Source: an optimization exercise on an open RTL-to-GDS flow (aim: small area, a short achievable clock period and few clock cycles). Production flows keep margins and buffers that such runs may drop.
No functional check of the RTL was part of any run shown here.
No activity file was given, so power comes from the tool's default toggle rates.

==> config.mk <==
export PLATFORM = sky130hd
export DESIGN_NAME = udp_rx_top
export DESIGN_NICKNAME = udp_rx_top
export VERILOG_FILES = /design/flow/design.v
export SDC_FILE = /design/flow/constraint.sdc
export NUM_CORES = 4
export LEC_CHECK = 0
export CAP_MARGIN = 20
export CORE_MARGIN = 2
export CORE_UTILIZATION = 60
export CTS_CLUSTER_DIAMETER = 120
export CTS_CLUSTER_SIZE = 30
export SETUP_SLACK_MARGIN = 2.5
export SLEW_MARGIN = 20
==> constraint.sdc <==
create_clock -name core_clock -period 5.0 [get_ports {clk}]
set_input_delay 1.0000 -clock core_clock [delete_from_list [all_inputs] [get_ports {clk}]]
set_output_delay 1.0000 -clock core_clock [all_outputs]
set_load 0.01 [all_outputs]
==> design.v <==
`timescale 1ns/10ps
`default_nettype none
module udp_rx_csr (
    input  wire                            clk,
    input  wire                            rst_i,
    input  wire [8-1:0]      awaddr_i,
    input  wire                            awvalid_i,
    input  wire [32-1:0]      wdata_i,
    input  wire [32/8-1:0]    wstrb_i,
    input  wire                            wvalid_i,
    input  wire                            bready_i,
    input  wire [8-1:0]      araddr_i,
    input  wire                            arvalid_i,
    input  wire                            rready_i,
    output wire                            awready_o,
    output wire                            wready_o,
    output wire [1:0]                      bresp_o,
    output wire                            bvalid_o,
    output wire                            arready_o,
    output wire [32-1:0]      rdata_o,
    output wire [1:0]                      rresp_o,
    output wire                            rvalid_o,
    output wire                            cfg_enable_o,
    output wire [31:0]                     cfg_local_ip_o,
    output wire [15:0]                     cfg_port_o,
    input  wire                            drop_i,
    input  wire [70:0]                     head_hdr_i,
    input  wire [8*64-1:0] head_words_i,
    input  wire [8*3-1:0] head_stage_i,
    input  wire [3-1:0]      count_i,
    output wire                            pop_o
);
    localparam [5:0] W_CTRL     = 6'h00;
    localparam [5:0] W_LOCAL_IP = 6'h01;
    localparam [5:0] W_POP      = 6'h07;
    reg                        awready_q;
    reg                        bvalid_q;
    reg  [1:0]                 bcnt_q;
    reg                        arready_q;
    reg                        rvalid_q;
    reg  [32-1:0] rdata_q;
    reg                        enable_q;
    reg  [15:0]                port_q;
    reg  [31:0]                local_ip_q;
    reg  [31:0]                drops_q;
    reg  [1:0]                 bcnt_d;
    wire                       aw_hs;
    wire                       ar_hs;
    wire                       b_hs;
    wire                       r_free;
    wire                       load_r;
    wire [5:0]                 sel;
    reg  [32-1:0] rdata_d;
    wire [3-1:0] stage;
    wire [5:0]                 wa;
    assign wa    = awaddr_i[7:2];
    assign aw_hs = awvalid_i && wvalid_i && awready_q;
    assign b_hs  = bvalid_q && bready_i;
    assign pop_o = aw_hs && (wa == W_POP) && (awaddr_i[1:0] == 2'b00);
    always @(*) begin
        bcnt_d = bcnt_q + {1'b0, aw_hs} - {1'b0, b_hs};
    end
    always @(posedge clk) begin
        if (rst_i) begin
            awready_q  <= 1'b0;
            bvalid_q   <= 1'b0;
            bcnt_q     <= 2'd0;
            enable_q   <= 1'b0;
            port_q     <= 16'd0;
            local_ip_q <= 32'd0;
            drops_q    <= 32'd0;
        end else begin
            bcnt_q    <= bcnt_d;
            bvalid_q  <= (bcnt_d != 2'd0);
            awready_q <= (bcnt_d != 2'd2);
            if (drop_i) begin
                drops_q <= drops_q + 32'd1;
            end
            if (aw_hs && awaddr_i[1:0] == 2'b00 && wa == W_CTRL) begin
                if (wstrb_i[0]) enable_q     <= wdata_i[0];
                if (wstrb_i[2]) port_q[7:0]  <= wdata_i[23:16];
                if (wstrb_i[3]) port_q[15:8] <= wdata_i[31:24];
            end
            if (aw_hs && awaddr_i[1:0] == 2'b00 && wa == W_LOCAL_IP) begin
                if (wstrb_i[0]) local_ip_q[7:0]   <= wdata_i[7:0];
                if (wstrb_i[1]) local_ip_q[15:8]  <= wdata_i[15:8];
                if (wstrb_i[2]) local_ip_q[23:16] <= wdata_i[23:16];
                if (wstrb_i[3]) local_ip_q[31:24] <= wdata_i[31:24];
            end
        end
    end
    wire [3:0]  widx;
    wire [31:0] win_m [0:3];
    wire [31:0] win_d;
    wire [31:0] reg_lo;
    wire [31:0] reg_hi;
    wire [31:0] reg_d;
    assign stage = head_stage_i[sel[3:1]*3 +: 3];
    assign widx  = {stage, sel[0]};
    genvar g;
    generate
        for (g = 0; g < 4; g = g + 1) begin : g_win
            assign win_m[g] = widx[1] ? (widx[0] ? head_words_i[32*(4*g+3) +: 32]
                                                  : head_words_i[32*(4*g+2) +: 32])
                                      : (widx[0] ? head_words_i[32*(4*g+1) +: 32]
                                                  : head_words_i[32*(4*g+0) +: 32]);
        end
    endgenerate
    assign win_d = widx[3] ? (widx[2] ? win_m[3] : win_m[2]) : (widx[2] ? win_m[1] : win_m[0]);
    assign reg_lo = sel[1] ? (sel[0] ? drops_q : {{(32-3){1'b0}}, count_i})
                           : (sel[0] ? local_ip_q : {port_q, 15'd0, enable_q});
    assign reg_hi = sel[1] ? (sel[0] ? 32'd0 : {25'd0, head_hdr_i[6:0]})
                           : (sel[0] ? head_hdr_i[38:7] : head_hdr_i[70:39]);
    assign reg_d  = sel[2] ? reg_hi : reg_lo;
    always @(*) begin
        if (sel[5:4] == 2'b01) begin
            rdata_d = win_d;
        end else if (sel[5:3] == 3'b000) begin
            rdata_d = reg_d;
        end else begin
            rdata_d = 32'd0;
        end
    end
    reg                        sv_q;
    reg  [32-1:0] skid_q;
    wire [32-1:0] r_d;
    wire                       sv_d;
    wire                       rv_d;
    assign sel    = araddr_i[7:2];
    assign ar_hs  = arvalid_i && arready_q;
    assign r_free = !rvalid_q || rready_i;
    assign load_r = r_free && (sv_q || ar_hs);
    assign r_d    = sv_q ? skid_q : rdata_d;
    assign rv_d   = load_r || !r_free;
    assign sv_d   = r_free ? (sv_q && ar_hs) : (sv_q || ar_hs);
    always @(posedge clk) begin
        if (rst_i) begin
            sv_q      <= 1'b0;
            rvalid_q  <= 1'b0;
            arready_q <= 1'b0;
        end else begin
            sv_q      <= sv_d;
            rvalid_q  <= rv_d;
            arready_q <= !sv_d;
        end
    end
    always @(posedge clk) begin
        if (load_r) begin
            rdata_q <= r_d;
        end
        if (ar_hs && !(r_free && !sv_q)) begin
            skid_q <= rdata_d;
        end
    end
    assign awready_o = awready_q;
    assign wready_o  = awready_q;
    assign bresp_o   = 2'b00;
    assign bvalid_o  = bvalid_q;
    assign arready_o = arready_q;
    assign rdata_o   = rdata_q;
    assign rresp_o   = 2'b00;
    assign rvalid_o  = rvalid_q;
    assign cfg_enable_o   = enable_q;
    assign cfg_local_ip_o = local_ip_q;
    assign cfg_port_o     = port_q;
endmodule
`default_nettype wire
`timescale 1ns/10ps
`default_nettype none
module udp_rx_ctrl (
    input  wire                            clk,
    input  wire                            rst_i,
    input  wire                            cfg_enable_i,
    input  wire [31:0]                     cfg_local_ip_i,
    input  wire [15:0]                     cfg_port_i,
    input  wire                            full_i,
    input  wire [31:0]                     hdr_src_ip_i,
    input  wire [15:0]                     hdr_src_port_i,
    input  wire [31:0]                     hdr_dst_ip_i,
    input  wire [15:0]                     hdr_dst_port_i,
    input  wire [15:0]                     hdr_length_i,
    input  wire                            hdr_valid_i,
    output wire                            hdr_ready_o,
    input  wire [64-1:0]       beat_data_i,
    input  wire                            beat_last_i,
    input  wire                            beat_valid_i,
    output wire                            beat_ready_o,
    output wire                            hdr_we_o,
    output wire [70:0]                     hdr_o,
    output wire                            wr_we_o,
    output wire [3-1:0]   wr_idx_o,
    output wire [64-1:0]       wr_data_o,
    output wire                            wr_commit_o,
    output wire                            drop_o,
    output wire                            rx_irq_o
);
    reg                           busy_q;      
    reg                           acc_q;       
    reg  [3-1:0] cnt_q;       
    reg                           irq_q;
    reg                           brdy_q;      
    reg                           first_q;     
    reg  [2:0]                    gap_q;       
    wire                          hdr_hs;
    wire                          beat_hs;
    wire                          accept;
    wire [15:0]                   pay_len;
    assign hdr_hs  = hdr_valid_i && !busy_q;
    assign beat_hs = beat_valid_i && brdy_q;
    assign pay_len = hdr_length_i - 16'd8;
    assign accept  = cfg_enable_i
                  && (hdr_dst_ip_i == cfg_local_ip_i)
                  && (hdr_dst_port_i == cfg_port_i)
                  && (pay_len <= (8 * 8))
                  && !full_i;
    always @(posedge clk) begin
        if (rst_i) begin
            busy_q  <= 1'b0;
            acc_q   <= 1'b0;
            irq_q   <= 1'b0;
            cnt_q   <= {3{1'b0}};
            brdy_q  <= 1'b0;
            first_q <= 1'b0;
            gap_q   <= 3'd0;
        end else begin
            irq_q <= beat_hs && beat_last_i && acc_q;
            if (hdr_hs) begin
                busy_q <= 1'b1;
            end else if (beat_hs && beat_last_i) begin
                busy_q <= 1'b0;
            end
            if (hdr_hs) begin
                acc_q <= accept;
            end
            if (hdr_hs) begin
                cnt_q <= {3{1'b0}};
            end else if (beat_hs) begin
                cnt_q <= cnt_q + 1'b1;
            end
            gap_q   <= beat_hs ? 3'd1 : gap_q + 3'd1;
            first_q <= hdr_hs || (first_q && !beat_hs);
            brdy_q  <= hdr_hs || (busy_q && !(beat_hs && beat_last_i) &&
                                  ((first_q && !beat_hs) || (beat_hs ? 1'b1 : (gap_q == 3'd0))));
        end
    end
    assign hdr_ready_o  = !busy_q;
    assign beat_ready_o = brdy_q;
    assign hdr_we_o    = hdr_hs && !full_i;
    assign hdr_o       = {hdr_src_ip_i, hdr_src_port_i, hdr_dst_port_i, hdr_length_i[6:0]};
    assign wr_we_o     = beat_hs && acc_q;
    assign wr_idx_o    = cnt_q;
    assign wr_data_o   = beat_data_i;
    assign wr_commit_o = beat_hs && beat_last_i && acc_q;
    assign drop_o      = beat_hs && beat_last_i && !acc_q;
    assign rx_irq_o    = irq_q;
endmodule
`default_nettype wire
`timescale 1ns/10ps
`default_nettype none
module udp_rx_buffer (
    input  wire                            clk,
    input  wire                            rst_i,
    input  wire                            hdr_we_i,
    input  wire [70:0]                     hdr_i,
    input  wire                            wr_we_i,
    input  wire [3-1:0]   wr_idx_i,
    input  wire [64-1:0]       wr_data_i,
    input  wire                            wr_commit_i,
    input  wire                            pop_i,
    output wire [70:0]                     head_hdr_o,
    output wire [8*64-1:0] head_words_o,
    output wire [8*3-1:0] head_stage_o,
    output wire [3-1:0]      count_o,
    output wire                            full_o
);
    localparam integer SW = 8 * 64;
    reg  [SW-1:0]                 slot_q [0:4-1];
    reg  [70:0]                   hdr_q  [0:4-1];
    reg  [2-1:0] wr_ptr_q;
    reg  [2-1:0] rd_ptr_q;
    reg  [3-1:0]    count_q;
    reg  [3-1:0] pos_q  [0:4-1];    
    reg  [3-1:0] pos_d  [0:4-1];
    reg  [8*3-1:0] stg_q;        
    wire [3-1:0] hpos_d;
    wire [2-1:0] rd_ptr_d;
    wire                          do_pop;
    assign do_pop = pop_i && (count_q != {3{1'b0}});
    genvar s, w;
    generate
        for (s = 0; s < 4; s = s + 1) begin : g_slot
            always @(posedge clk) begin
                slot_q[s][64 +: SW-64] <= slot_q[s][0 +: SW-64];
                if (wr_we_i && wr_ptr_q == s) begin
                    slot_q[s][0 +: 64] <= wr_data_i;
                end else begin
                    slot_q[s][0 +: 64] <= slot_q[s][SW-64 +: 64];
                end
                pos_q[s] <= pos_d[s];
            end
            always @(*) begin
                if (wr_we_i && wr_ptr_q == s && wr_idx_i == {3{1'b0}}) begin
                    pos_d[s] = {3{1'b0}};
                end else begin
                    pos_d[s] = pos_q[s] + 1'b1;
                end
            end
            always @(posedge clk) begin
                if (hdr_we_i && wr_ptr_q == s) begin
                    hdr_q[s] <= hdr_i;
                end
            end
        end
    endgenerate
    assign rd_ptr_d = rd_ptr_q + {{(2-1){1'b0}}, do_pop};
    assign hpos_d = pos_d[rd_ptr_d];
    genvar j;
    generate
        for (j = 0; j < 8; j = j + 1) begin : g_stg
            always @(posedge clk) begin
                stg_q[j*3 +: 3] <= hpos_d - j;
            end
        end
    endgenerate
    always @(posedge clk) begin
        if (rst_i) begin
            wr_ptr_q <= {2{1'b0}};
            rd_ptr_q <= {2{1'b0}};
            count_q  <= {3{1'b0}};
        end else begin
            if (wr_commit_i) begin
                wr_ptr_q <= wr_ptr_q + 1'b1;
            end
            if (do_pop) begin
                rd_ptr_q <= rd_ptr_q + 1'b1;
            end
            case ({wr_commit_i, do_pop})
                2'b10:   count_q <= count_q + 1'b1;
                2'b01:   count_q <= count_q - 1'b1;
                default: count_q <= count_q;
            endcase
        end
    end
    assign head_hdr_o   = rd_ptr_q[1] ? (rd_ptr_q[0] ? hdr_q[3] : hdr_q[2])
                                      : (rd_ptr_q[0] ? hdr_q[1] : hdr_q[0]);
    assign head_words_o = rd_ptr_q[1] ? (rd_ptr_q[0] ? slot_q[3] : slot_q[2])
                                      : (rd_ptr_q[0] ? slot_q[1] : slot_q[0]);
    assign head_stage_o = stg_q;
    assign count_o      = count_q;
    assign full_o       = count_q[2];
endmodule
`default_nettype wire
`timescale 1ns/10ps
`default_nettype none
module udp_rx_top (
    input  wire                            clk,
    input  wire                            rst_i,
    input  wire [31:0]                     hdr_src_ip_i,
    input  wire [15:0]                     hdr_src_port_i,
    input  wire [31:0]                     hdr_dst_ip_i,
    input  wire [15:0]                     hdr_dst_port_i,
    input  wire [15:0]                     hdr_length_i,
    input  wire                            hdr_valid_i,
    output wire                            hdr_ready_o,
    input  wire [64-1:0]       beat_data_i,
    input  wire                            beat_last_i,
    input  wire                            beat_valid_i,
    output wire                            beat_ready_o,
    input  wire [8-1:0]      axil_awaddr_i,
    input  wire                            axil_awvalid_i,
    input  wire [32-1:0]      axil_wdata_i,
    input  wire [32/8-1:0]    axil_wstrb_i,
    input  wire                            axil_wvalid_i,
    input  wire                            axil_bready_i,
    input  wire [8-1:0]      axil_araddr_i,
    input  wire                            axil_arvalid_i,
    input  wire                            axil_rready_i,
    output wire                            axil_awready_o,
    output wire                            axil_wready_o,
    output wire [1:0]                      axil_bresp_o,
    output wire                            axil_bvalid_o,
    output wire                            axil_arready_o,
    output wire [32-1:0]      axil_rdata_o,
    output wire [1:0]                      axil_rresp_o,
    output wire                            axil_rvalid_o,
    output wire                            rx_irq_o
);
    wire                                     cfg_enable;
    wire [31:0]                              cfg_local_ip;
    wire [15:0]                              cfg_port;
    wire                                     drop;
    wire                                     hdr_we;
    wire [70:0]                              hdr;
    wire                                     wr_we;
    wire [3-1:0]            wr_idx;
    wire [64-1:0]                wr_data;
    wire                                     wr_commit;
    wire                                     full;
    wire                                     pop;
    wire [70:0]                              head_hdr;
    wire [8*64-1:0] head_words;
    wire [8*3-1:0] head_stage;
    wire [3-1:0]               count;
    udp_rx_csr u_csr (
        .clk            (clk),
        .rst_i          (rst_i),
        .awaddr_i       (axil_awaddr_i),
        .awvalid_i      (axil_awvalid_i),
        .wdata_i        (axil_wdata_i),
        .wstrb_i        (axil_wstrb_i),
        .wvalid_i       (axil_wvalid_i),
        .bready_i       (axil_bready_i),
        .araddr_i       (axil_araddr_i),
        .arvalid_i      (axil_arvalid_i),
        .rready_i       (axil_rready_i),
        .awready_o      (axil_awready_o),
        .wready_o       (axil_wready_o),
        .bresp_o        (axil_bresp_o),
        .bvalid_o       (axil_bvalid_o),
        .arready_o      (axil_arready_o),
        .rdata_o        (axil_rdata_o),
        .rresp_o        (axil_rresp_o),
        .rvalid_o       (axil_rvalid_o),
        .cfg_enable_o   (cfg_enable),
        .cfg_local_ip_o (cfg_local_ip),
        .cfg_port_o     (cfg_port),
        .drop_i         (drop),
        .head_hdr_i     (head_hdr),
        .head_words_i   (head_words),
        .head_stage_i   (head_stage),
        .count_i        (count),
        .pop_o          (pop)
    );
    udp_rx_ctrl u_ctrl (
        .clk            (clk),
        .rst_i          (rst_i),
        .cfg_enable_i   (cfg_enable),
        .cfg_local_ip_i (cfg_local_ip),
        .cfg_port_i     (cfg_port),
        .full_i         (full),
        .hdr_src_ip_i   (hdr_src_ip_i),
        .hdr_src_port_i (hdr_src_port_i),
        .hdr_dst_ip_i   (hdr_dst_ip_i),
        .hdr_dst_port_i (hdr_dst_port_i),
        .hdr_length_i   (hdr_length_i),
        .hdr_valid_i    (hdr_valid_i),
        .hdr_ready_o    (hdr_ready_o),
        .beat_data_i    (beat_data_i),
        .beat_last_i    (beat_last_i),
        .beat_valid_i   (beat_valid_i),
        .beat_ready_o   (beat_ready_o),
        .hdr_we_o       (hdr_we),
        .hdr_o          (hdr),
        .wr_we_o        (wr_we),
        .wr_idx_o       (wr_idx),
        .wr_data_o      (wr_data),
        .wr_commit_o    (wr_commit),
        .drop_o         (drop),
        .rx_irq_o       (rx_irq_o)
    );
    udp_rx_buffer u_buffer (
        .clk            (clk),
        .rst_i          (rst_i),
        .hdr_we_i       (hdr_we),
        .hdr_i          (hdr),
        .wr_we_i        (wr_we),
        .wr_idx_i       (wr_idx),
        .wr_data_i      (wr_data),
        .wr_commit_i    (wr_commit),
        .pop_i          (pop),
        .head_hdr_o     (head_hdr),
        .head_words_o   (head_words),
        .head_stage_o   (head_stage),
        .count_o        (count),
        .full_o         (full)
    );
endmodule
`default_nettype wire
==> run.sh <==
#!/bin/bash
# synth_recipe.tcl (not shown) runs the flow's synth.tcl, then flattens the netlist and writes it again
# the make line also repeats each setting of config.mk as NAME=value (left out here)
make -C /OpenROAD-flow-scripts/flow DESIGN_CONFIG=/design/flow/config.mk WORK_HOME=/design/flow/orfs CLKGATE_MAP_FILE= SYNTH_SCRIPT=/design/flow/synth_recipe.tcl finish
==> impl_metrics.json, run 1 <==
{
  "timing.final.max_slew_violations": 0,
  "arrival_ns": 3.40,
  "yosys.area_share.adder_pct": 0.333,
  "cp_max_fo": 8,
  "clk_pin_slew_ns": 0.11,
  "die_area_um2": 138000,
  "grtUsageMet2_pct": 47.5,
  "io_buffers": 275,
  "dp.cells": 7104,
  "hold_class": "reg -> reg",
  "synth_mux_area_share_pct": 21.7,
  "vias": 45400,
  "synth-seq-cells": 2528,
  "period_needed_ns": 2.90,
  "status": "timing/DRC/antenna clean",
  "cts_tree": "done",
  "cts_sinks": 2528,
  "synth_seq_area_share_pct": 66.7,
  "area_growth_syn_to_layout_pct": 15.0,
  "start_kind": "flip-flop",
  "die_w_um": 372,
  "cts_hold_buffers": 0,
  "setup_viol": 0,
  "fillerInstances": 9152,
  "dr.pass1.iters": 5,
  "syn-instance-count": 5233,
  "grt-busiest-layer": "met2",
  "fin_ws_ns": 2.10,
  "synth-simple-area-share_pct": 4.55,
  "cts-buffers-inserted": 94,
  "syn_area_per_cell_um2": 15.5,
  "grt.total_usage_pct": 29.7,
  "route.final.wire_length_um": 211000,
  "cts_max_path_buffers": 3,
  "antenna_found_initial": 25,
  "dp_slack_ns": 0.834,
  "clk_latency_ns": 0.74,
  "dp_hpwl_um": 128000,
  "grt_max_degree": 85,
  "synthArstFlopShare_pct": 0,
  "start_util_pct": 60.6,
  "layout.nets": 5968,
  "core_area_um2": 134000,
  "multi_input_area_um2": 26300,
  "finClkSkew_ns": 0.0360,
  "drtIter0Drc": 4141,
  "fin_crit_sh_pct": 58.0,
  "rsz0062_at_grt": "true",
  "fp.dieH_um": 372,
  "met3_usage_pct": 4.84,
  "gp_congestion": 0.843,
  "ios": 282,
  "synth_top_family_by_area": "multiplexers",
  "worstPathRequired_ns": 5.49,
  "cp-end-kind": "flip-flop",
  "grt_first_pass_wirelength_um": 300000,
  "synth.distinct_cells": 73,
  "tightest_slew_ns": 0.960,
  "drive_gt1_share_pct": 26.4,
  "maxSlewHeadroom_pct": 36.0,
  "detail-route-antenna-nets": 0,
  "fin_util_pct": 69.7,
  "syn-cell-area_um2": 81100,
  "hold_violations": 0,
  "synth_xor_area_share_pct": 1.00,
  "powerDensity_nw_per_um2": 352,
  "cts_max_level": 3,
  "register_area_um2": 54100,
  "grt_remaining_overflow": 0,
  "crit_type": "reg -> reg",
  "cts_root_buffer": "clkbuf_16",
  "synth_edf_count": 348,
  "power.leakage_nw": 34.5,
  "synth_compound_area_share_pct": 3.37,
  "route.detailed.drc": 0,
  "grt_util_met1_pct": 43.0,
  "fp-row-count": 134,
  "via_per_inst": 6.02,
  "fmax_mhz": 345,
  "layoutNonFillerInstCount": 7541,
  "vdd_drop_max_v": 0.000317,
  "wire_per_inst_um": 28.0,
  "synth-main-ff-cell": "dfxtp_1",
  "yosysWarnings": 7,
  "finalSetupTns_ns": 0,
  "cap_viol_max_count": 0,
  "first_global_vias": 45200
}
## per-stage QoR
stage / hold WS, ns / area (um2) / power, W
after floorplan: 0.323 / 81900 / 0.0223
after global placement: 0.328 / 85900 / 0.0232
after detailed placement: 0.331 / 85900 / 0.0232
after CTS: 0.338 / 91000 / 0.0328
after global routing: 0.342 / 93200 / 0.0337
final: 0.337 / 93300 / 0.0328
## worst max-delay path: stages (launching register included)
cell and delay [ns]:
dfxtp_4 0.46, buf_12 0.19, buf_16 0.15, mux4_2 0.50, mux4_2 0.47, nor2_1 0.09
and4b_1 0.23, a211o_1 0.26, mux2_2 0.27
## area by class of cell
cell class                      count  area share [%]
Clock inverter                      4          0.0765
Antenna cell                        9          0.0242
Sequential cell                  2528            58.0
Inverter                           32           0.134
Tap cell                         1768            2.37
Clock buffer                      147            2.80
Multi-Input combinational cell   2383            28.2
Timing Repair Buffer              670            8.38
## synthesized netlist by cell type, types with 8 or more instances
cell	count	area share, %
a211oi_1	13	0.12
nand3_1	145	0.90
mux4_2	519	14
nor3_1	11	0.068
and3_1	23	0.18
nor2b_1	22	0.17
edfxtp_1	348	13
and2_1	13	0.10
a22o_1	15	0.16
nand2_1	320	1.5
nor2_1	135	0.63
mux2i_1	250	3.1
inv_1	30	0.14
a21oi_1	100	0.62
nand2b_1	10	0.077
or3_1	20	0.15
xor2_1	53	0.57
buf_4	43	0.40
o221ai_1	15	0.16
ha_1	20	0.31
a31oi_1	19	0.15
a32o_1	10	0.12
o22ai_1	12	0.093
clkbuf_1	111	0.51
xnor2_1	40	0.43
buf_2	83	0.51
a22oi_1	72	0.67
dfxtp_1	2180	54
nand4_1	55	0.42
nor4_1	19	0.15
buf_1	20	0.093
o211ai_1	8	0.074
buf_6	37	0.51
a32oi_1	31	0.33
mux2_2	294	4.1
a221oi_1	9	0.097
o21ai_0	42	0.26
## worst paths after layout
check	startpoint	to	slack [ns]	cells after the start
max	u_buffer.rd_ptr_q[0]	u_csr.rdata_q[11]	2.10	8
min	u_buffer.slot_q[0][151]	u_buffer.slot_q[0][215]	0.34	0
max reg2reg	u_buffer.rd_ptr_q[0]	u_csr.rdata_q[11]	2.10	8
min reg2reg	u_buffer.slot_q[0][151]	u_buffer.slot_q[0][215]	0.34	0
## state kept, by name, indices dropped and copies added, names as in the netlist, 2 cells and up
name and count:
u_buffer.count_q 3, u_buffer.hdr_q 284, u_buffer.pos_q 12, u_buffer.rd_ptr_q 2
u_buffer.slot_q 2048, u_buffer.stg_q 14, u_buffer.wr_ptr_q 2, u_csr.bcnt_q 2
u_csr.drops_q 32, u_csr.local_ip_q 32, u_csr.port_q 16, u_csr.rdata_q 32
u_csr.skid_q 32, u_ctrl.cnt_q 3, u_ctrl.gap_q 3
## timing repair
item                                    4_1_cts  5_1_grt
resized for setup                           274      196
buffers inserted                             98      128
gates cloned                                 31       20
hold endpoints to repair                      0        0
pin swaps                                    30       80
endpoints found under the setup margin      459      323
## cell families after synthesis
family / after synthesis
mux: 1065
flops: 2528
fa+ha+maj: 21
compound gates: 394
xor+xnor: 93
simple gates: 796
buf+inv: 335
other cells: 1
## placed cells by master, fill, tap and decap left out, types with 50 or more instances in the layout
cell type        synthesis  layout
dfxtp_1               2180    2173
mux4_2                 519     521
edfxtp_1               348     348
nand2_1                320     307
mux2_2                 294     281
mux2i_1                250     241
buf_4                   43     218
clkdlybuf4s50_1          0     218
nand3_1                145     128
nor2_1                 135     123
clkbuf_16                0     116
a21oi_1                100      92
buf_12                   3      70
a22oi_1                 72      66
nand4_1                 55      55
xor2_1                  53      51
clkbuf_1               111      50
## where the power goes
group	total [W]	internal (W)	leakage, nW	switching [W]
Clock	0.00963	0.00368	1.28	0.00595
Sequential	0.0208	0.0207	20.8	0.0000657
Combinational	0.00235	0.000959	12.4	0.00139
## metal layers
metal  up-vias  part of all wire, %  wire length, um
met2      1425                   47            99700
li1      20200                    -                -
met1     23400                   44            92500
met5         -                0.086              182
met4        28                  2.7             5740
met3       289                  6.3            13300
==> run 2, diff against run 1 <==
--- a/design.v
+++ b/design.v
@@ -28,3 +28,3 @@
     input  wire [8*64-1:0] head_words_i,
-    input  wire [8*3-1:0] head_stage_i,
+    input  wire [8*3-1:0] head_wid_i,
     input  wire [3-1:0]      count_i,
@@ -53,3 +53,2 @@
     reg  [32-1:0] rdata_d;
-    wire [3-1:0] stage;
     wire [5:0]                 wa;
@@ -91,5 +90,3 @@
     end
-    wire [3:0]  widx;
-    wire [31:0] win_m [0:3];
-    wire [31:0] win_d;
+    reg  [31:0] win_d;
     wire [31:0] reg_lo;
@@ -97,14 +94,11 @@
     wire [31:0] reg_d;
-    assign stage = head_stage_i[sel[3:1]*3 +: 3];
-    assign widx  = {stage, sel[0]};
-    genvar g;
-    generate
-        for (g = 0; g < 4; g = g + 1) begin : g_win
-            assign win_m[g] = widx[1] ? (widx[0] ? head_words_i[32*(4*g+3) +: 32]
-                                                  : head_words_i[32*(4*g+2) +: 32])
-                                      : (widx[0] ? head_words_i[32*(4*g+1) +: 32]
-                                                  : head_words_i[32*(4*g+0) +: 32]);
+    integer     j;
+    always @(*) begin
+        win_d = 32'd0;
+        for (j = 0; j < 8; j = j + 1) begin
+            if (head_wid_i[j*3 +: 3] == sel[3:1]) begin
+                win_d = win_d | (sel[0] ? head_words_i[64*j+32 +: 32] : head_words_i[64*j +: 32]);
+            end
         end
-    endgenerate
-    assign win_d = widx[3] ? (widx[2] ? win_m[3] : win_m[2]) : (widx[2] ? win_m[1] : win_m[0]);
+    end
     assign reg_lo = sel[1] ? (sel[0] ? drops_q : {{(32-3){1'b0}}, count_i})
@@ -125,2 +119,3 @@
     reg  [32-1:0] skid_q;
+    reg  [32-1:0] out_q;        
     wire [32-1:0] r_d;
@@ -150,2 +145,3 @@
         end
+        out_q <= load_r ? r_d : rdata_q;
         if (ar_hs && !(r_free && !sv_q)) begin
@@ -159,3 +155,3 @@
     assign arready_o = arready_q;
-    assign rdata_o   = rdata_q;
+    assign rdata_o   = out_q;
     assign rresp_o   = 2'b00;
@@ -197,2 +193,3 @@
     reg                           busy_q;      
+    reg                           hrdy_q;      
     reg                           acc_q;       
@@ -218,2 +215,3 @@
             busy_q  <= 1'b0;
+            hrdy_q  <= 1'b0;
             acc_q   <= 1'b0;
@@ -228,4 +226,8 @@
                 busy_q <= 1'b1;
+                hrdy_q <= 1'b0;
             end else if (beat_hs && beat_last_i) begin
                 busy_q <= 1'b0;
+                hrdy_q <= 1'b1;
+            end else begin
+                hrdy_q <= !busy_q;
             end
@@ -245,3 +247,3 @@
     end
-    assign hdr_ready_o  = !busy_q;
+    assign hdr_ready_o  = hrdy_q;
     assign beat_ready_o = brdy_q;
@@ -271,3 +273,3 @@
     output wire [8*64-1:0] head_words_o,
-    output wire [8*3-1:0] head_stage_o,
+    output wire [8*3-1:0] head_wid_o,
     output wire [3-1:0]      count_o,
@@ -283,6 +285,8 @@
     reg  [3-1:0] pos_d  [0:4-1];
-    reg  [8*3-1:0] stg_q;        
+    reg  [8*3-1:0] wid_q;        
     wire [3-1:0] hpos_d;
     wire [2-1:0] rd_ptr_d;
+    reg  [2-1:0] rd_cp_q [0:3];
     wire                          do_pop;
+    integer                       i;
     assign do_pop = pop_i && (count_q != {3{1'b0}});
@@ -318,5 +322,5 @@
     generate
-        for (j = 0; j < 8; j = j + 1) begin : g_stg
+        for (j = 0; j < 8; j = j + 1) begin : g_wid
             always @(posedge clk) begin
-                stg_q[j*3 +: 3] <= hpos_d - j;
+                wid_q[j*3 +: 3] <= hpos_d - j;
             end
@@ -328,2 +332,5 @@
             rd_ptr_q <= {2{1'b0}};
+            for (i = 0; i < 4; i = i + 1) begin
+                rd_cp_q[i] <= {2{1'b0}};
+            end
             count_q  <= {3{1'b0}};
@@ -336,2 +343,7 @@
             end
+            for (i = 0; i < 4; i = i + 1) begin
+                if (do_pop) begin
+                    rd_cp_q[i] <= rd_cp_q[i] + 1'b1;
+                end
+            end
             case ({wr_commit_i, do_pop})
@@ -343,7 +355,12 @@
     end
-    assign head_hdr_o   = rd_ptr_q[1] ? (rd_ptr_q[0] ? hdr_q[3] : hdr_q[2])
-                                      : (rd_ptr_q[0] ? hdr_q[1] : hdr_q[0]);
-    assign head_words_o = rd_ptr_q[1] ? (rd_ptr_q[0] ? slot_q[3] : slot_q[2])
-                                      : (rd_ptr_q[0] ? slot_q[1] : slot_q[0]);
-    assign head_stage_o = stg_q;
+    assign head_hdr_o   = rd_cp_q[0][1] ? (rd_cp_q[0][0] ? hdr_q[3] : hdr_q[2])
+                                        : (rd_cp_q[0][0] ? hdr_q[1] : hdr_q[0]);
+    generate
+        for (s = 0; s < 4; s = s + 1) begin : g_head
+            assign head_words_o[128*s +: 128] =
+                rd_cp_q[s][1] ? (rd_cp_q[s][0] ? slot_q[3][128*s +: 128] : slot_q[2][128*s +: 128])
+                              : (rd_cp_q[s][0] ? slot_q[1][128*s +: 128] : slot_q[0][128*s +: 128]);
+        end
+    endgenerate
+    assign head_wid_o   = wid_q;
     assign count_o      = count_q;
@@ -401,3 +418,3 @@
     wire [8*64-1:0] head_words;
-    wire [8*3-1:0] head_stage;
+    wire [8*3-1:0] head_wid;
     wire [3-1:0]               count;
@@ -429,3 +446,3 @@
         .head_words_i   (head_words),
-        .head_stage_i   (head_stage),
+        .head_wid_i     (head_wid),
         .count_i        (count),
@@ -472,3 +489,3 @@
         .head_words_o   (head_words),
-        .head_stage_o   (head_stage),
+        .head_wid_o     (head_wid),
         .count_o        (count),
--- a/config.mk
+++ b/config.mk
@@ -9,6 +9,4 @@
 export CORE_MARGIN = 2
-export CORE_UTILIZATION = 60
-export CTS_CLUSTER_DIAMETER = 120
-export CTS_CLUSTER_SIZE = 30
-export SETUP_SLACK_MARGIN = 2.5
+export CORE_UTILIZATION = 40
+export SETUP_SLACK_MARGIN = 2.3
 export SLEW_MARGIN = 20
==> run 2 against run 1 <==
Net effect: largest cell class unchanged; flip-flop and latch count grew 9; clock power rose by 95%; final cell count up 19%; highest routed layer unchanged; worst hold slack worse by 0.051 ns.
==> impl_metrics.json, run 2 <==
{
  "status": "timing/DRC/antenna clean",
  "grt_remaining_overflow": 0,
  "dr.pass1.iters": 6,
  "clk_latency_ns": 0.87,
  "synthTopCellsByArea": "dfxtp_1 (54%), edfxtp_1 (13%), mux4_2 (8.5%)",
  "cts-buffers-inserted": 233,
  "wire_per_inst_um": 26.2,
  "dp_hpwl_um": 144000,
  "power.leakage_nw": 36.3,
  "die_area_um2": 208000,
  "cts_max_path_buffers": 3,
  "via_per_inst": 5.28,
  "yosysWarnings": 8,
  "gp_congestion": 0.849,
  "crit_slowest_cell": "mux4_2",
  "ios": 282,
  "cp_cell_sequence": "buf_16 -> buf_12 -> clkbuf_16 -> buf_12 -> mux4_2 -> mux2_4 -> a22oi_2 -> nand2_2 -> o21ai_4 -> a31oi_1",
  "drive_gt1_share_pct": 24.2,
  "arrival_ns": 3.32,
  "start_util_pct": 40.3,
  "cts_tree": "done",
  "vias": 47300,
  "layoutNonFillerInstCount": 8948,
  "min_from": "u_buffer.slot_q[1][318]",
  "maxSlewHeadroom_pct": 15.9,
  "cp-end-kind": "flip-flop",
  "syn-cell-area_um2": 81600,
  "dp.cells": 8333,
  "synth_edf_count": 348,
  "synthArstFlopShare_pct": 0,
  "first_global_vias": 48700,
  "powerDensity_nw_per_um2": 418,
  "die_w_um": 456,
  "layout.nets": 6320,
  "grt_first_pass_wirelength_um": 334000,
  "fmax_mhz": 365,
  "route.final.wire_length_um": 234000,
  "multi_input_area_um2": 26400,
  "hold_violations": 0,
  "drtIter0Drc": 3597,
  "io_buffers": 275,
  "synthTopCellsByCount": "dfxtp_1 (2189), mux2i_1 (598), mux2_2 (375)",
  "period_needed_ns": 2.74,
  "r2r_setup_slack_ns": 2.26,
  "final_cell_mix": "dfxtp_1 (2180), mux2i_1 (597), mux2_2 (365), edfxtp_1 (348), a22oi_1 (310)",
  "fin_ws_ns": 2.26,
  "hold_end": "u_buffer.slot_q[1][382]",
  "setup_viol": 0,
  "synth_top_area_cell": "dfxtp_1",
  "fillerInstances": 17200,
  "hold_depth": 0,
  "worstPathRequired_ns": 5.58,
  "cts_root_buffer": "clkbuf_16",
  "fin_crit_sh_pct": 54.8,
  "largest_register_ffs": 2048,
  "synth_most_common_cell": "dfxtp_1",
  "rsz0062_at_grt": "true",
  "cap_viol_max_count": 0,
  "hold_class": "reg -> reg",
  "dp_slack_ns": 0.929,
  "fp.dieH_um": 456,
  "start_kind": "flip-flop",
  "clk_pin_slew_ns": 0.06,
  "crit_path_frequent_cell": "buf_12",
  "antenna_found_initial": 37,
  "synth-seq-cells": 2537,
  "tightest_slew_ns": 1.26,
  "register_area_um2": 54300,
  "finClkSkew_ns": 0.0725,
  "synth-main-ff-cell": "dfxtp_1",
  "rr_startpoint": "u_buffer.rd_cp_q[1][0]",
  "max_stage_delay_ns": 0.49,
  "finalSetupTns_ns": 0,
  "cts_max_level": 4,
  "syn-instance-count": 5570,
  "cp_max_fo": 7,
  "core_area_um2": 203000,
  "r2r-end": "u_csr.rdata_q[16]",
  "route.detailed.drc": 0,
  "fp-row-count": 165,
  "area_growth_syn_to_layout_pct": 21.6,
  "synth_seq_area_share_pct": 66.5,
  "final_common_cell": "dfxtp_1",
  "vdd_drop_max_v": 0.000389,
  "timing.final.max_slew_violations": 0,
  "grt_max_degree": 72,
  "r2r_cells": 10,
  "synth.distinct_cells": 53,
  "crit_type": "reg -> reg",
  "syn_area_per_cell_um2": 14.6,
  "grt.total_usage_pct": 21.8,
  "regMostFlops": "u_buffer.slot_q",
  "reg_top3": "u_buffer.slot_q (2048), u_buffer.hdr_q (284)",
  "detail-route-antenna-nets": 0,
  "synth_top_area_share_pct": 53.7,
  "cts_sinks": 2537,
  "cts_hold_buffers": 0
}
## run 2: timing repair
item	4_1_cts	5_1_grt
cloned	15	7
endpoints found under the setup margin	189	72
resized for setup	161	95
setup buffers	75	68
pin swaps	9	48
## run 2: power by group
| part | internal (W) | total (W) | switching (W) | leakage [nW] |
|---|---|---|---|---|
| Sequential | 0.0208 | 0.0209 | 0.0000575 | 20.8 |
| Combinational | 0.000633 | 0.00177 | 0.00113 | 11.4 |
| Clock | 0.0109 | 0.0188 | 0.00790 | 4.06 |
| Total | 0.0323 | 0.0414 | 0.00909 | 36.3 |
## run 2: worst max path at each step
stage | startpoint | to | slack (ns) | cells after the start
final | u_buffer.rd_cp_q[1][0] | u_csr.rdata_q[16] | 2.26 | 10
after global routing | u_buffer.rd_cp_q[1][0] | u_csr.rdata_q[10] | 2.22 | 11
after CTS | u_buffer.rd_cp_q[1][0] | u_csr.rdata_q[18] | 2.16 | 8
after detailed placement | axil_araddr_i[2] | u_csr.rdata_q[29] | 0.93 | 8
after global placement | axil_araddr_i[2] | u_csr.rdata_q[29] | 0.94 | 8
after floorplan | axil_awaddr_i[5] | u_buffer.wid_q[23] | 1.93 | 9
## run 2: cell type report
| class | count | share of cell area, % |
|---|---|---|
| clock inverters | 95 | 1.28 |
| inverters | 26 | 0.0984 |
| clock buffers | 347 | 7.07 |
| diodes | 8 | 0.0202 |
| flip-flops and latches | 2537 | 54.8 |
| well taps | 2672 | 3.37 |
| repair buffers | 574 | 6.80 |
| multi-input cells | 2689 | 26.6 |
## run 2: through the flow
step                      total power, W  cell area [um2]  hold WS (ns)  util, %
final                             0.0414            99200         0.285     49.0
after detailed placement          0.0230            87900         0.331     43.4
after global placement            0.0230            87900         0.328     43.4
after CTS                         0.0416            97800         0.281     48.3
after floorplan                   0.0220            81900         0.326        -
after global routing              0.0425            99200         0.301     49.0
## run 2: cells by family after synthesis
family	after synthesis	synth area share, %
DFF	2537	66.5
muxes	1280	21.0
and+or+nand+nor	704	4.08
AOI/OAI and AO/OA	562	4.69
buffers and inverters	347	2.10
xor gates and xnor gates	118	1.27
adders and majority gates	21	0.331
other	1	0.00460
## run 2: metal layers
metal	GRT usage, %	vias to the layer above	part of all wire, %
met5	0	-	0.068
met4	6.53	26	2.8
met1	28.5	23900	43
li1	-	21500	-
met3	4.46	402	6.3
met2	36.5	1520	48
## run 2: worst max-delay path: cells and delay by family (launching register included)
family | cells | cell delay, ns
flip-flops | 1 | 0.38
buffers and inverters | 4 | 0.56
multiplexers | 2 | 0.77
AO/OA/AOI/OAI | 3 | 0.60
AND/OR/NAND/NOR | 1 | 0.09
==> run 3, diff against run 2 <==
==> flow/run.sh (new file) <==
#!/bin/bash
# The standard layout, except that the port buffers are plain buffers (buf_2) rather than the
# delay cell buffer_ports picks by default. Every port still gets its buffer.
set -euo pipefail
export BUFFER_PORTS_ARGS="-buffer_cell sky130_fd_sc_hd__buf_2"
bash standard.sh > standard_flow.log 2>&1
==> standard.sh (new file) <==
#!/bin/bash
# synth_recipe.tcl (not shown) runs the flow's synth.tcl, then flattens the netlist and writes it again
# the make line also repeats each setting of config.mk as NAME=value (left out here)
make -C /OpenROAD-flow-scripts/flow DESIGN_CONFIG=/design/flow/config.mk WORK_HOME=/design/flow/orfs CLKGATE_MAP_FILE= SYNTH_SCRIPT=/design/flow/synth_recipe.tcl "${@:-finish}"
--- a/config.mk
+++ b/config.mk
@@ -9,3 +9,3 @@
 export CORE_MARGIN = 2
-export CORE_UTILIZATION = 40
+export CORE_UTILIZATION = 60
 export SETUP_SLACK_MARGIN = 2.3
removed: run.sh
==> run 3 against run 2 <==
Net effect: still clean on timing, DRC and antenna; utilization increased by 21 points; routed wire length decreased by 4.5%; first-iteration DRC count increased by 20%; largest cell class unchanged; largest power group unchanged; highest routed layer unchanged.
==> impl_metrics.json, run 3 <==
{
  "status": "timing/DRC/antenna clean",
  "route.detailed.drc": 0,
  "syn_area_per_cell_um2": 14.6,
  "finalSetupTns_ns": 0,
  "maxSlewHeadroom_pct": 27.5,
  "syn-cell-area_um2": 81600,
  "yosys.area_share.adder_pct": 0.331,
  "crit_path_frequent_cell": "buf_4",
  "regMostFlops": "u_buffer.slot_q",
  "crit_type": "reg -> reg",
  "vdd_drop_max_v": 0.000319,
  "power.leakage_nw": 35.4,
  "arrival_ns": 3.30,
  "gp_congestion": 0.833,
  "powerDensity_nw_per_um2": 427,
  "synth_mux_area_share_pct": 21.0,
  "p_sw_w": 0.00882,
  "syn-instance-count": 5570,
  "fillerInstances": 9297,
  "antenna_found_initial": 24,
  "route.final.wire_length_um": 224000,
  "path_delay_family": "simple AND/OR/NAND/NOR gates",
  "yosysWarnings": 8,
  "met1Wirelength_um": 94300,
  "postPlaceCellArea_um2": 85400,
  "cts_max_level": 4,
  "synth-seq-cells": 2537,
  "dp_hpwl_um": 137000,
  "switching_share_pct": 21.7,
  "tightest_slew_ns": 1.09,
  "hold_violations": 0,
  "cts_tree": "done",
  "synth-main-ff-cell": "dfxtp_1",
  "layout.nets": 6243,
  "fin_crit_sh_pct": 55.3,
  "finalInstanceArea_um2": 95200,
  "routed-wl-met2_um": 107000,
  "path_buf_inv": 2,
  "synthTopCellsByArea": "dfxtp_1 (54%), edfxtp_1 (13%), mux4_2 (8.5%)",
  "grt_remaining_overflow": 0,
  "largest_register_ffs": 2048,
  "cts_root_buffer": "clkbuf_16",
  "grt_first_pass_wirelength_um": 318000,
  "max_stage_delay_ns": 0.53,
  "worstPathRequired_ns": 5.54,
  "ios": 282,
  "register_area_um2": 54300,
  "dr.pass1.iters": 5,
  "fmax_mhz": 362,
  "fin_util_pct": 70.5,
  "finClkSkew_ns": 0.0203,
  "period_needed_ns": 2.76,
  "pwr-share-seq_pct": 51.3,
  "wl_met3_um": 16100,
  "clk_latency_ns": 0.84,
  "setup_viol": 0,
  "hold_class": "reg -> reg",
  "reg_top3": "u_buffer.slot_q (2048), u_buffer.hdr_q (284)",
  "vias": 47100,
  "grt_max_degree": 73,
  "synth_edf_count": 348,
  "fp-row-count": 135,
  "p_comb_share_pct": 4.1,
  "synthTopCellsByCount": "dfxtp_1 (2189), mux2i_1 (598), mux2_2 (375)",
  "die_w_um": 373,
  "multi_input_area_um2": 26200,
  "synth.distinct_cells": 53,
  "cts-buffers-inserted": 232,
  "crit_slowest_cell": "dfxtp_4",
  "fp.dieH_um": 373,
  "detail-route-antenna-nets": 0,
  "synth-simple-area-share_pct": 4.08,
  "synth_most_common_cell": "dfxtp_1",
  "io_buffers": 275,
  "drtIter0Drc": 4306,
  "via_per_inst": 5.92,
  "p_int_w": 0.0318,
  "rsz0062_at_grt": "true",
  "synth_seq_area_share_pct": 66.5,
  "grt.total_usage_pct": 31.5,
  "synthArstFlopShare_pct": 0,
  "start_util_pct": 60.4,
  "cts_sinks": 2537,
  "first_global_vias": 47800,
  "cp_max_fo": 7,
  "cp-end-kind": "flip-flop",
  "cts_hold_buffers": 0,
  "synth_top_family_by_area": "multiplexers",
  "drive_gt1_share_pct": 26.9,
  "core_area_um2": 135000,
  "final_cell_mix": "dfxtp_1 (2181), mux2i_1 (586), mux2_2 (375), edfxtp_1 (348), a22oi_1 (324)",
  "topRoutingLayerUsed": "met5",
  "cp_cell_sequence": "buf_4 -> buf_4 -> and2_1 -> a22oi_1 -> nand3_1 -> nand4_1 -> nor3_2 -> o221ai_1",
  "synth_top_area_share_pct": 53.7,
  "cts_max_path_buffers": 3,
  "cap_viol_max_count": 0,
  "synth_compound_area_share_pct": 4.69,
  "area_growth_syn_to_layout_pct": 16.7,
  "timing.final.max_slew_violations": 0,
  "clock_power_share_pct": 44.6,
  "synth_xor_area_share_pct": 1.27,
  "clk_pin_slew_ns": 0.06,
  "final_common_cell": "dfxtp_1",
  "wire_per_inst_um": 28.1,
  "die_area_um2": 139000,
  "synth_top_area_cell": "dfxtp_1",
  "start_kind": "flip-flop"
}
==> run 3: cell type report <==
cell class,count,share of cell area [%]
flip-flops and latches,2537,57.0
clock inverters,102,1.31
diodes,4,0.0105
multi-input cells,2689,27.5
repair buffers,498,4.69
well taps,1781,2.34
clock buffers,329,7.03
inverters,26,0.103
==> run 3: power groups by stage <==
stage | clock [W] | combinational (W) | sequential, W
after detailed placement | 0 | 0.00156 | 0.0213
after CTS | 0.0183 | 0.00162 | 0.0209
after floorplan | 0 | 0.000737 | 0.0213
after global placement | 0 | 0.00155 | 0.0213
after global routing | 0.0192 | 0.00172 | 0.0209
final | 0.0181 | 0.00166 | 0.0209
==> run 3: routing by layer <==
metal | GRT usage [%] | vias to the layer above
li1 | - | 21300
met4 | 9.38 | 22
met5 | 0 | -
met1 | 42.2 | 23800
met2 | 51.7 | 1629
met3 | 6.65 | 395
==> run 3: logic make-up (layout without fill, tap and decap cells) <==
group / Yosys count / in the layout
XOR/XNOR: 118 / 118
AO/OA/AOI/OAI: 562 / 562
adder cells (fa/ha/maj): 21 / 21
other: 1 / 8
flip-flops: 2537 / 2537
AND/OR/NAND/NOR: 704 / 704
buffers and inverters: 347 / 955
multiplexers: 1280 / 1280
==> run 3: repair_timing <==
item / 4_1_cts / 5_1_grt
endpoints found under the setup margin: 99 / 119
pin swaps: 2 / 6
setup buffers: 39 / 30
gates cloned: 12 / 7
gates resized for setup: 80 / 49
==> run 3: worst register-to-register path: stages, from the launching register on <==
cell and delay, ns:
dfxtp_4 0.53, buf_4 0.25, buf_4 0.21, and2_1 0.48, a22oi_1 0.17, nand3_1 0.15, nand4_1 0.15, nor3_2 0.32
o221ai_1 0.22
==> run 3: path summary, 6_finish.rpt <==
| path | startpoint | end | slack, ns | cells after the start |
|---|---|---|---|---|
| max | u_buffer.rd_cp_q[0][1] | u_csr.rdata_q[3] | 2.24 | 8 |
| min reg2reg | u_buffer.slot_q[1][186] | u_buffer.slot_q[1][250] | 0.34 | 0 |
| max reg2reg | u_buffer.rd_cp_q[0][1] | u_csr.rdata_q[3] | 2.24 | 8 |
| min | u_buffer.slot_q[1][186] | u_buffer.slot_q[1][250] | 0.34 | 0 |
==> run 3: per-stage QoR <==
stage                     power [W]  setup WS (ns)  hold WS, ns  std cells
final                        0.0407           2.24        0.337       7966
after global routing         0.0417           2.23        0.334       7964
after CTS                    0.0408           2.18        0.318       7924
after detailed placement     0.0229          0.931        0.331       7442
after global placement       0.0229          0.938        0.328       7442
after floorplan              0.0220           1.93        0.326       5573

## port drivers added, routing unchanged
In the flow no input, the clock included, has a driving cell. The finished layouts below were timed again as built, in two steps.
Step 1: set_driving_cell puts a clkbuf_16 on clk and a buf_2 on each other input, an assumption about the parent block.
Step 2 times the ports against the registers' clock, not the clock port: input delays grow and output delays shrink by t, the midpoint of the rising clock arrivals with the driver on.
a / b / c = ideal / step 1 / step 2; a / b = the first two.
run	t (ns)	setup slack, ns	worst setup path after step 2	clock arrival spread, ns
run 1	0.805	2.098 / 2.079 / 1.274	input to register	0.041 / 0.040
run 2	0.925	2.261 / 2.239 / 1.314	input to register	0.081 / 0.082
run 3	0.912	2.237 / 2.080 / 1.168	input to register	0.025 / 0.024
After both steps setup and hold are still met in every run listed. For run 3, which loses most, drivers alone change the setup slack by -0.157 ns; drivers and shift together by -1.069 ns.
